This is an optimization exercise on Yosys and OpenROAD, whose aim is small area, a short achievable clock period and few clock cycles per item, not a production implementation.
Function was checked by simulation only, so behaviour that the tests miss may differ from the original.
No activity file was given, so power comes from the tool's default toggle rates.

<file path="config.mk">
export PLATFORM = sky130hd
export DESIGN_NAME = bitmask_code_decompressor
export DESIGN_NICKNAME = bitmask_code_decompressor
export VERILOG_FILES = /design/flow/design.v
export SDC_FILE = /design/flow/constraint.sdc
export NUM_CORES = 4
export LEC_CHECK = 0
export CAP_MARGIN = 20
export CORE_MARGIN = 2
export CORE_UTILIZATION = 40
export SLEW_MARGIN = 20
</file>
<file path="constraint.sdc">
create_clock -name core_clock -period 8.0 [get_ports {clk}]
set_input_delay 1.6000 -clock core_clock [delete_from_list [all_inputs] [get_ports {clk}]]
set_output_delay 1.6000 -clock core_clock [all_outputs]
set_load 0.01 [all_outputs]
</file>
<file path="design.v">
package bmdc_pkg;
	localparam int WORD_W      = 32;
	localparam int NUM_DICT    = 8;
	localparam int IDX_W       = $clog2(NUM_DICT);
	localparam int LEFT_MAX    = 34;               
	localparam int POOL_W      = LEFT_MAX + WORD_W;
	localparam int CNT_W       = $clog2(POOL_W + 1);
	localparam int FMT_W       = 3;
	localparam int LEN_W       = 6;
	localparam int QUEUE_DEPTH = 4;
	localparam logic [FMT_W-1:0] FMT_REP  = 3'd0;
	localparam logic [FMT_W-1:0] FMT_MASK = 3'd1;
	localparam logic [FMT_W-1:0] FMT_ONE  = 3'd2;
	localparam logic [FMT_W-1:0] FMT_ADJ  = 3'd3;
	localparam logic [FMT_W-1:0] FMT_TWO  = 3'd4;
	localparam logic [FMT_W-1:0] FMT_DICT = 3'd5;
	localparam logic [FMT_W-1:0] FMT_LIT  = 3'd6;
	localparam logic [FMT_W-1:0] FMT_END  = 3'd7;
	localparam int SRC_W   = FMT_W + WORD_W;
	localparam int REC_W   = SRC_W + 2;
	localparam int ENTRY_W = REC_W + 1;
	function automatic logic [LEN_W-1:0] code_len(input logic [FMT_W-1:0] fmt);
		logic [LEN_W-1:0] len;
		case (fmt)
			FMT_REP:  len = 6'd5;
			FMT_MASK: len = 6'd15;
			FMT_ONE:  len = 6'd11;
			FMT_ADJ:  len = 6'd11;
			FMT_TWO:  len = 6'd16;
			FMT_DICT: len = 6'd6;
			FMT_LIT:  len = 6'd35;
			default:  len = 6'd3;
		endcase
		code_len = len;
	endfunction
endpackage
module bmdc_front (
	input  logic                           clk,
	input  logic                           arst_n,
	input  logic                           code_valid,
	input  logic [bmdc_pkg::WORD_W-1:0]    code_word,
	input  logic                           code_restart,
	input  logic                           q_full,
	output logic                           q_push,
	output logic [bmdc_pkg::ENTRY_W-1:0]   q_entry,
	output logic                           parsing,
	output logic                           held_valid
);
	localparam int WORD_W   = bmdc_pkg::WORD_W;
	localparam int LEFT_MAX = bmdc_pkg::LEFT_MAX;
	localparam int POOL_W   = bmdc_pkg::POOL_W;
	localparam int CNT_W    = bmdc_pkg::CNT_W;
	localparam int FMT_W    = bmdc_pkg::FMT_W;
	localparam int LEN_W    = bmdc_pkg::LEN_W;
	localparam int SRC_W    = bmdc_pkg::SRC_W;
	localparam int REC_W    = bmdc_pkg::REC_W;
	localparam logic ST_IDLE  = 1'b0;
	localparam logic ST_PARSE = 1'b1;
	logic              state_q;
	logic [POOL_W-1:0] pool_q;       
	logic [CNT_W-1:0]  cnt_q;
	logic              end_q;
	logic              prev_zero_q;  
	logic [REC_W-1:0]  held_q;
	logic              held_valid_q;
	logic [FMT_W-1:0]  fmt;
	logic [LEN_W-1:0]  need;
	logic              have3, is_end, complete, advance, accept;
	logic [POOL_W-1:0] pool_base, pool_merged;
	logic [CNT_W-1:0]  cnt_base;
	logic              end_base;
	logic [REC_W-1:0]  new_rec;
	logic [SRC_W-1:0]  src_reset;
	assign src_reset = {bmdc_pkg::FMT_LIT, {WORD_W{1'b0}}};
	assign fmt      = pool_q[POOL_W-1 -: FMT_W];
	assign need     = bmdc_pkg::code_len(fmt);
	assign have3    = cnt_q >= CNT_W'(FMT_W);
	assign is_end   = have3 && (fmt == bmdc_pkg::FMT_END);
	assign complete = have3 && (fmt != bmdc_pkg::FMT_END) && (cnt_q >= CNT_W'(need));
	assign advance = (state_q == ST_PARSE) && (!held_valid_q || !q_full);
	assign q_push  = (state_q == ST_PARSE) && held_valid_q && !q_full;
	assign q_entry = {held_q, !complete};
	always_comb begin
		if (fmt == bmdc_pkg::FMT_REP) begin
			new_rec = {(prev_zero_q ? src_reset : {bmdc_pkg::FMT_REP, {WORD_W{1'b0}}}),
				pool_q[POOL_W-FMT_W-1 -: 2]};
		end else begin
			new_rec = {fmt, pool_q[POOL_W-FMT_W-1 -: WORD_W], 2'd0};
		end
	end
	assign accept      = (state_q == ST_IDLE) && code_valid;
	assign end_base    = code_restart ? 1'b0 : end_q;
	assign pool_base   = code_restart ? '0 : pool_q;
	assign cnt_base    = code_restart ? '0 : cnt_q;
	assign pool_merged = pool_base |
		({code_word, {LEFT_MAX{1'b0}}} >> cnt_base);
	assign parsing    = (state_q == ST_PARSE);
	assign held_valid = held_valid_q;
	always_ff @(posedge clk or negedge arst_n) begin
		if (!arst_n) begin
			state_q      <= ST_IDLE;
			pool_q       <= '0;
			cnt_q        <= '0;
			end_q        <= 1'b0;
			prev_zero_q  <= 1'b1;
			held_valid_q <= 1'b0;
		end else begin
			case (state_q)
				ST_IDLE: begin
					if (accept) begin
						end_q <= end_base;
						if (code_restart) begin
							prev_zero_q <= 1'b1;
						end
						if (!end_base) begin
							pool_q  <= pool_merged;
							cnt_q   <= cnt_base + CNT_W'(WORD_W);
							state_q <= ST_PARSE;
						end
					end
				end
				ST_PARSE: begin
					if (advance) begin
						if (complete) begin
							held_valid_q <= 1'b1;
							pool_q       <= pool_q << need;
							cnt_q        <= cnt_q - CNT_W'(need);
							if (fmt != bmdc_pkg::FMT_REP) begin
								prev_zero_q <= 1'b0;
							end
						end else begin
							held_valid_q <= 1'b0;
							state_q      <= ST_IDLE;
							if (is_end) begin
								end_q  <= 1'b1;
								pool_q <= '0;
								cnt_q  <= '0;
							end
						end
					end
				end
				default: begin
					state_q <= ST_IDLE;
				end
			endcase
		end
	end
	always_ff @(posedge clk) begin
		if (advance && complete) begin
			held_q <= new_rec;
		end
	end
endmodule
module bmdc_queue #(
	parameter int DEPTH = bmdc_pkg::QUEUE_DEPTH
) (
	input  logic                         clk,
	input  logic                         arst_n,
	input  logic                         push,
	input  logic [bmdc_pkg::ENTRY_W-1:0] wr_entry,
	input  logic                         pop,
	output logic [bmdc_pkg::ENTRY_W-1:0] rd_entry,
	output logic                         full,
	output logic                         empty
);
	localparam int ENTRY_W = bmdc_pkg::ENTRY_W;
	localparam int PTR_W   = $clog2(DEPTH);
	localparam int QCNT_W  = $clog2(DEPTH + 1);
	logic [ENTRY_W-1:0] mem_q [DEPTH];
	logic [PTR_W-1:0]   wr_ptr_q, rd_ptr_q;
	logic [QCNT_W-1:0]  count_q;
	assign full     = (count_q == QCNT_W'(DEPTH));
	assign empty    = (count_q == '0);
	assign rd_entry = mem_q[rd_ptr_q];
	always_ff @(posedge clk or negedge arst_n) begin
		if (!arst_n) begin
			wr_ptr_q <= '0;
			rd_ptr_q <= '0;
			count_q  <= '0;
		end else begin
			if (push) begin
				wr_ptr_q <= (wr_ptr_q == PTR_W'(DEPTH - 1)) ? '0 : wr_ptr_q + 1'b1;
			end
			if (pop) begin
				rd_ptr_q <= (rd_ptr_q == PTR_W'(DEPTH - 1)) ? '0 : rd_ptr_q + 1'b1;
			end
			if (push && !pop) begin
				count_q <= count_q + 1'b1;
			end else if (pop && !push) begin
				count_q <= count_q - 1'b1;
			end
		end
	end
	always_ff @(posedge clk) begin
		if (push) begin
			mem_q[wr_ptr_q] <= wr_entry;
		end
	end
endmodule
module bmdc_back (
	input  logic                                              clk,
	input  logic                                              arst_n,
	input  logic [bmdc_pkg::NUM_DICT*bmdc_pkg::WORD_W-1:0]    dict,
	input  logic [bmdc_pkg::ENTRY_W-1:0]                      head,
	input  logic                                              q_empty,
	output logic                                              q_pop,
	output logic                                              insn_valid,
	input  logic                                              insn_ready,
	output logic [bmdc_pkg::WORD_W-1:0]                       insn_data,
	output logic                                              insn_last
);
	localparam int WORD_W   = bmdc_pkg::WORD_W;
	localparam int NUM_DICT = bmdc_pkg::NUM_DICT;
	localparam int FMT_W    = bmdc_pkg::FMT_W;
	logic [1:0]        rep_q;
	logic              out_valid_q;
	logic [WORD_W-1:0] out_data_q;
	logic              out_last_q;
	logic [WORD_W-1:0] last_val_q;
	logic [WORD_W-1:0] value;
	logic              load, fire, done;
	logic [FMT_W-1:0]  head_fmt;
	logic [WORD_W-1:0] head_body;
	logic [1:0]        head_reps;
	logic              head_last;
	assign {head_fmt, head_body, head_reps, head_last} = head;
	function automatic logic [WORD_W-1:0] expand(input logic [FMT_W-1:0] f,
		input logic [WORD_W-1:0] b, input logic [NUM_DICT*WORD_W-1:0] d);
		logic [WORD_W-1:0] v;
		case (f)
			bmdc_pkg::FMT_MASK: v = d[b[22:20]*WORD_W +: WORD_W] ^ ({b[26:23], 28'd0} >> b[31:27]);
			bmdc_pkg::FMT_ONE:  v = d[b[26:24]*WORD_W +: WORD_W] ^ (32'h8000_0000 >> b[31:27]);
			bmdc_pkg::FMT_ADJ:  v = d[b[26:24]*WORD_W +: WORD_W] ^ (32'hC000_0000 >> b[31:27]);
			bmdc_pkg::FMT_TWO:  v = d[b[21:19]*WORD_W +: WORD_W] ^ (32'h8000_0000 >> b[31:27])
				^ ((32'h8000_0000 >> b[26:22]) & ~(32'h8000_0000 >> b[31:27]));
			bmdc_pkg::FMT_DICT: v = d[b[31:29]*WORD_W +: WORD_W];
			default:            v = b;
		endcase
		expand = v;
	endfunction
	assign value = (head_fmt == bmdc_pkg::FMT_REP) ? last_val_q : expand(head_fmt, head_body, dict);
	assign load  = !out_valid_q || insn_ready;
	assign fire  = load && !q_empty;
	assign done  = rep_q == head_reps;
	assign q_pop = fire && done;
	assign insn_valid = out_valid_q;
	assign insn_data  = out_data_q;
	assign insn_last  = out_last_q;
	always_ff @(posedge clk or negedge arst_n) begin
		if (!arst_n) begin
			rep_q       <= '0;
			out_valid_q <= 1'b0;
			last_val_q  <= '0;
		end else begin
			if (load) begin
				out_valid_q <= !q_empty;
			end
			if (fire) begin
				rep_q      <= done ? 2'd0 : rep_q + 1'b1;
				last_val_q <= value;
			end
		end
	end
	always_ff @(posedge clk) begin
		if (fire) begin
			out_data_q <= value;
			out_last_q <= head_last && done;
		end
	end
endmodule
module bitmask_code_decompressor (
	input  logic        clk,
	input  logic        arst_n,
	input  logic        code_valid,
	output logic        code_ready,
	input  logic [32:0] code_item,    
	output logic        insn_valid,
	input  logic        insn_ready,
	output logic [32:0] insn_item,    
	input  logic        cfg_we,
	input  logic [2:0]  cfg_index,
	input  logic [31:0] cfg_data
);
	localparam int WORD_W   = bmdc_pkg::WORD_W;
	localparam int NUM_DICT = bmdc_pkg::NUM_DICT;
	localparam int ENTRY_W  = bmdc_pkg::ENTRY_W;
	logic [NUM_DICT*WORD_W-1:0] dict_q;
	logic                       q_push, q_pop, q_full, q_empty;
	logic [ENTRY_W-1:0]         q_wr_entry, q_rd_entry;
	logic                       parsing, held_valid;
	always_ff @(posedge clk or negedge arst_n) begin
		if (!arst_n) begin
			dict_q <= '0;
		end else if (cfg_we) begin
			dict_q[cfg_index*WORD_W +: WORD_W] <= cfg_data;
		end
	end
	assign code_ready = !parsing;
	bmdc_front u_front (
		.clk          (clk),
		.arst_n       (arst_n),
		.code_valid   (code_valid),
		.code_word    (code_item[32:1]),
		.code_restart (code_item[0]),
		.q_full       (q_full),
		.q_push       (q_push),
		.q_entry      (q_wr_entry),
		.parsing      (parsing),
		.held_valid   (held_valid)
	);
	bmdc_queue #(
		.DEPTH (bmdc_pkg::QUEUE_DEPTH)
	) u_queue (
		.clk      (clk),
		.arst_n   (arst_n),
		.push     (q_push),
		.wr_entry (q_wr_entry),
		.pop      (q_pop),
		.rd_entry (q_rd_entry),
		.full     (q_full),
		.empty    (q_empty)
	);
	bmdc_back u_back (
		.clk        (clk),
		.arst_n     (arst_n),
		.dict       (dict_q),
		.head       (q_rd_entry),
		.q_empty    (q_empty),
		.q_pop      (q_pop),
		.insn_valid (insn_valid),
		.insn_ready (insn_ready),
		.insn_data  (insn_item[32:1]),
		.insn_last  (insn_item[0])
	);
endmodule
</file>
<file path="run.sh">
#!/bin/bash
# synth_recipe.tcl (not shown) runs the flow's synth.tcl, then flattens the netlist and writes it again
# the make line also repeats each setting of config.mk as NAME=value (left out here)
make -C /OpenROAD-flow-scripts/flow DESIGN_CONFIG=/design/flow/config.mk WORK_HOME=/design/flow/orfs CLKGATE_MAP_FILE= SYNTH_SCRIPT=/design/flow/synth_recipe.tcl finish
</file>
==> flow_summary.ini <==
[grt]
grt_pass1_wl_um = 224000
grt_overflow_total = 0
grt_start_max_net_pins = 118
grt_util_all_layers_pct = 29.4
grt_antenna_before_repair = 3
number_of_global_route_vias_before_repair = 32100

[route]
detail_route.wirelength_um = 152000
count_of_nets_left_with_antenna_violations_after_detail_routing = 0
route.vias.total = 32900
route.detailed.wl_per_inst_um = 31.5
drt_first_pass_iters = 6
drt-vias-per-instance = 6.82
drc = 0
initialDrtViolationCount = 4431

[cts]
clock-sinks = 597
cts_post_setup_buffers_inserted = 0
root_buffer = sky130_fd_sc_hd__clkbuf_16
cts_hold_buf = 0
tritoncts.num_buffers = 71
cts_max_level = 3
cts_resized = 0
clkLatencyLatePin_ns = 0.67
tritoncts_clock_tree = built
deepest_clock_path_buffer_count = 3
clk_pin_slew_worst_paths_ns = 0.06

[setup_path]
critPathSlowestCell = sky130_fd_sc_hd__dfrtp_2
regToRegStartpoint = u_front.pool_q[64]
timing.critical_path.cells = or2_2 -> inv_1 -> buf_4 -> nor2_1 -> buf_4 -> clkinv_1 -> ha_1 -> nand4_1 -> o21ai_0 -> o211ai_1 -> a211o_1 -> clkinv_1 -> buf_4 -> nand2_1 -> a211oi_1 -> a221o_1
crit_arrival_ns = 6.30
worstSetupPathType = reg -> reg
timing.critical_path.from_type = flop
reg2regPathDepth = 16
critical_path_peak_fanout = 50
critical_path_buf_inv_count = 6
crit-reg2reg-capture = u_front.pool_q[16]
end_kind = flop
r2r_slack_ns = 2.30
worstPathRequired_ns = 8.60
critPathMaxStageDelay_ns = 0.66
path_common_cell = sky130_fd_sc_hd__buf_4
critical_path.top_delay_family = buffers and inverters

[power]
leakage_power_total_nw = 17.6
share_seq_of_total_power_pct = 25.2
report.power.total_mw = 22.6
power.internal_mw = 11.7
power.clock.fraction_pct = 15.1
power_switching_mw = 10.9
ir_drop_worst_case_vdd_v = 0.000317
power.density_mw_per_mm2 = 512
sw_frac_of_total_pct = 48.2
power.combinational.fraction_pct = 59.7

[sta]
hold_viol = 0
final_max_slew_viol_count = 0
setup-tns-final_ns = 0
final_critical_path_setup_slack_ns = 2.30
timing.slew.headroom_pct = 19.0
max_freq_mhz = 175
tmin_final_ns = 5.70
slew_at_the_pin_closest_to_its_max_slew_limit_ns = 1.21
finalCritPeriodShare_pct = 71.3
skew_ns = 0.0265
fin_hold_ws_ns = 0.475
report.final.setup_viol = 0
grt_setup_unrepaired = false

[worst_hold_path]
worst_hold_path_type = reg -> reg
hold_start = u_back.last_val_q[16]
worstHoldPathCells = 2
worst_hold_path.endpoint = u_back.last_val_q[16]

[finish]
drive_above_1_share_pct = 16.4
finish.net_count = 3576
fin_util_pct = 44.8
final_design_area_no_fill_mm2 = 0.0441
fillCellCount = 9197
syn_to_final_growth_pct = 11.1
finish.cell_count_without_fillers = 4826

[floorplan]
initial_utilization_pct = 40.3
dieWidth_um = 319
placementRows = 115
placeableCoreArea_mm2 = 0.0984
die-height_um = 319
io_pins = 108
die_area_mm2 = 0.102

[logic_synthesis]
synth_edf_count = 222
fraction_of_the_yosys_area_taken_by_sequential_cells_pct = 40.4
synthesis.area_mm2 = 0.0397
postSynth.asyncResetShare_pct = 62.8
synthCells = 3560
synthDistinctLibCells = 76
syn_area_cell_um2 = 11.2
synth_ff_type = sky130_fd_sc_hd__dfrtp_1
synth-warning-count = 4
number_of_flip_flops_and_latches_in_the_synthesized_netlist = 597
synth.net_count = 3655

[placement]
dp.cells = 4695
pre_cts_ws_ns = 2.35
dp_hpwl_um = 100000
place.gp.congestion = 1.02
io_buffers = 107
postPlaceCellArea_mm2 = 0.0417

[flow_run]
max-cap-violations = 0

[status]
result_of_the_run = no timing/DRC/antenna violations
==> routing by layer <==
| layer | GRT usage [%] | wire length (um) | share of wire (%) | vias to the layer above |
|---|---|---|---|---|
| met2 | 44.4 | 67200 | 44 | 2046 |
| met4 | 18.7 | 11000 | 7.2 | 4 |
| met5 | 0 | 25 | 0.016 | - |
| met3 | 5.56 | 14400 | 9.5 | 532 |
| met1 | 38.9 | 59300 | 39 | 16600 |
| li1 | - | - | - | 13800 |
==> worst reg2reg max path, cell delays in order (launching register included) <==
cell,delay [ns]
sky130_fd_sc_hd__dfrtp_2,0.66
sky130_fd_sc_hd__or2_2,0.57
sky130_fd_sc_hd__inv_1,0.09
sky130_fd_sc_hd__buf_4,0.32
sky130_fd_sc_hd__nor2_1,0.19
sky130_fd_sc_hd__buf_4,0.33
sky130_fd_sc_hd__clkinv_1,0.62
sky130_fd_sc_hd__ha_1,0.59
sky130_fd_sc_hd__nand4_1,0.11
sky130_fd_sc_hd__o21ai_0,0.30
sky130_fd_sc_hd__o211ai_1,0.15
sky130_fd_sc_hd__a211o_1,0.27
sky130_fd_sc_hd__clkinv_1,0.05
sky130_fd_sc_hd__buf_4,0.47
sky130_fd_sc_hd__nand2_1,0.44
sky130_fd_sc_hd__a211oi_1,0.34
sky130_fd_sc_hd__a221o_1,0.15
==> final cells by class <==
type	instances	area (um^2)	area share, %
inverter	37	139	0.315
sequential	597	16100	36.4
clock buffer	94	1940	4.41
multi-input combinational	2570	22000	50.0
clock inverter	36	493	1.12
timing repair buffer	204	1820	4.12
antenna	1	2.50	0.00568
tap	1287	1610	3.65
==> kinds of logic (layout without fill, tap and decap cells) <==
family / Yosys count / after routing / synth area share (%)
XOR/XNOR: 101 / 101 / 2.23
multiplexers: 698 / 698 / 25.4
buffers and inverters: 393 / 371 / 4.40
flip-flops: 597 / 597 / 40.4
AO/OA/AOI/OAI: 985 / 985 / 18.3
other: 0 / 1 / 0
AND/OR/NAND/NOR: 764 / 764 / 8.51
adder cells (fa/ha/maj): 22 / 22 / 0.731
==> sequential cells by signal (all words and copies together) (netlist names) <==
name and count:
u_queue.wr_ptr_q 2, u_front.pool_q 66, u_back.out_last_q 1, u_queue.count_q 3
u_front.cnt_q 7, u_front.held_q 37, u_front.end_q 1, u_front.state_q 1
dict_q 256, u_front.held_valid_q 1, u_back.rep_q 2, u_queue.rd_ptr_q 2
u_back.out_valid_q 1, u_queue.mem_q 152, u_front.prev_zero_q 1, u_back.out_data_q 32
u_back.last_val_q 32
==> cell usage after synthesis, drive strengths merged (8+ instances only) <==
cell type  instances  share of area [%]
dfrtp            374                 24
mux2i            366                9.2
nand2            360                3.4
a22o             275                6.1
mux4             238                 14
edfxtp           222                 17
clkbuf           195                1.8
nor2             181                1.7
buf              161                2.2
o21ai            122                1.5
a21oi            119                1.5
o22ai            106                1.7
mux2              94                2.7
a221oi            64                1.5
a22oi             64                1.2
xor2              55                1.2
o31ai             51               0.96
xnor2             46                1.0
and2              43               0.68
nand3             42               0.53
nor3              38               0.48
inv               33               0.31
o211ai            31               0.59
a221o             30               0.76
a31oi             25               0.39
nand2b            21               0.33
nor2b             21               0.33
ha                20               0.63
o221ai            20               0.44
a211oi            18               0.34
a32oi             16               0.35
and3              15               0.24
nand3b            12               0.23
o21a               9               0.17
nand4              8               0.13
==> power by group through the flow <==
stage	registers [mW]	logic, mW	clock network [mW]
finish	5.70	13.5	3.41
global route	5.81	14.2	3.57
CTS	5.64	13.1	3.44
detailed placement	5.68	13.1	0
global placement	5.67	13.0	0
floorplan	5.14	9.30	0
==> worst max path at each step <==
stage	startpoint	slack, ns	end	cells after the start
CTS	u_front.pool_q[64]	2.43	u_front.pool_q[16]	16
detailed placement	code_item[0]	2.35	u_front.pool_q[15]	10
global route	u_front.pool_q[64]	1.88	u_front.pool_q[16]	16
floorplan	u_front.pool_q[64]	3.41	u_front.pool_q[16]	17
finish	u_front.pool_q[64]	2.30	u_front.pool_q[16]	16
global placement	code_item[0]	2.37	u_front.pool_q[15]	10
==> layout by cell type (no fill, tap or decap), types with 96 or more instances in the layout <==
| cell | instances |
|---|---|
| sky130_fd_sc_hd__o22ai_1 | 105 |
| sky130_fd_sc_hd__mux4_2 | 230 |
| sky130_fd_sc_hd__mux2i_1 | 366 |
| sky130_fd_sc_hd__a21oi_1 | 118 |
| sky130_fd_sc_hd__dfrtp_1 | 370 |
| sky130_fd_sc_hd__nand2_1 | 360 |
| sky130_fd_sc_hd__o21ai_0 | 109 |
| sky130_fd_sc_hd__clkdlybuf4s50_1 | 106 |
| sky130_fd_sc_hd__nor2_1 | 173 |
| sky130_fd_sc_hd__edfxtp_1 | 222 |
| sky130_fd_sc_hd__a22o_1 | 275 |
| sky130_fd_sc_hd__buf_4 | 96 |
Testbench counts, summed over its fixed seeds: cycles 24,605, items 14,667.

-- afterwards: timing with drivers on the ports --
No port has a modelled driver above. Below, the same layout with a new extraction and two added sets of constraints.
Step 1 sets driving cells, clkbuf_16 on the clock port and buf_2 on the other inputs (assumed; they add their load-dependent delay and slew).
Step 2 adds t to the input delays and takes it off the output delays; t is the mean of the earliest and latest rising clock arrival at the registers after step 1. Input paths then give back, and output paths get back, about the clock's delay inside the block.
Three values: no drivers, after step 1, after step 2; two values: the first two.
t (ns): 0.729
setup slack, ns: 2.300 / 2.300 / 2.300
worst register clock-pin slew, ns: 0.07 / 0.07
worst slew at a driven data input, ns: 0.20
After both steps setup and hold are still met in this run. For this run, drivers alone change the setup slack by 0.000 ns; drivers and shift together by 0.000 ns.
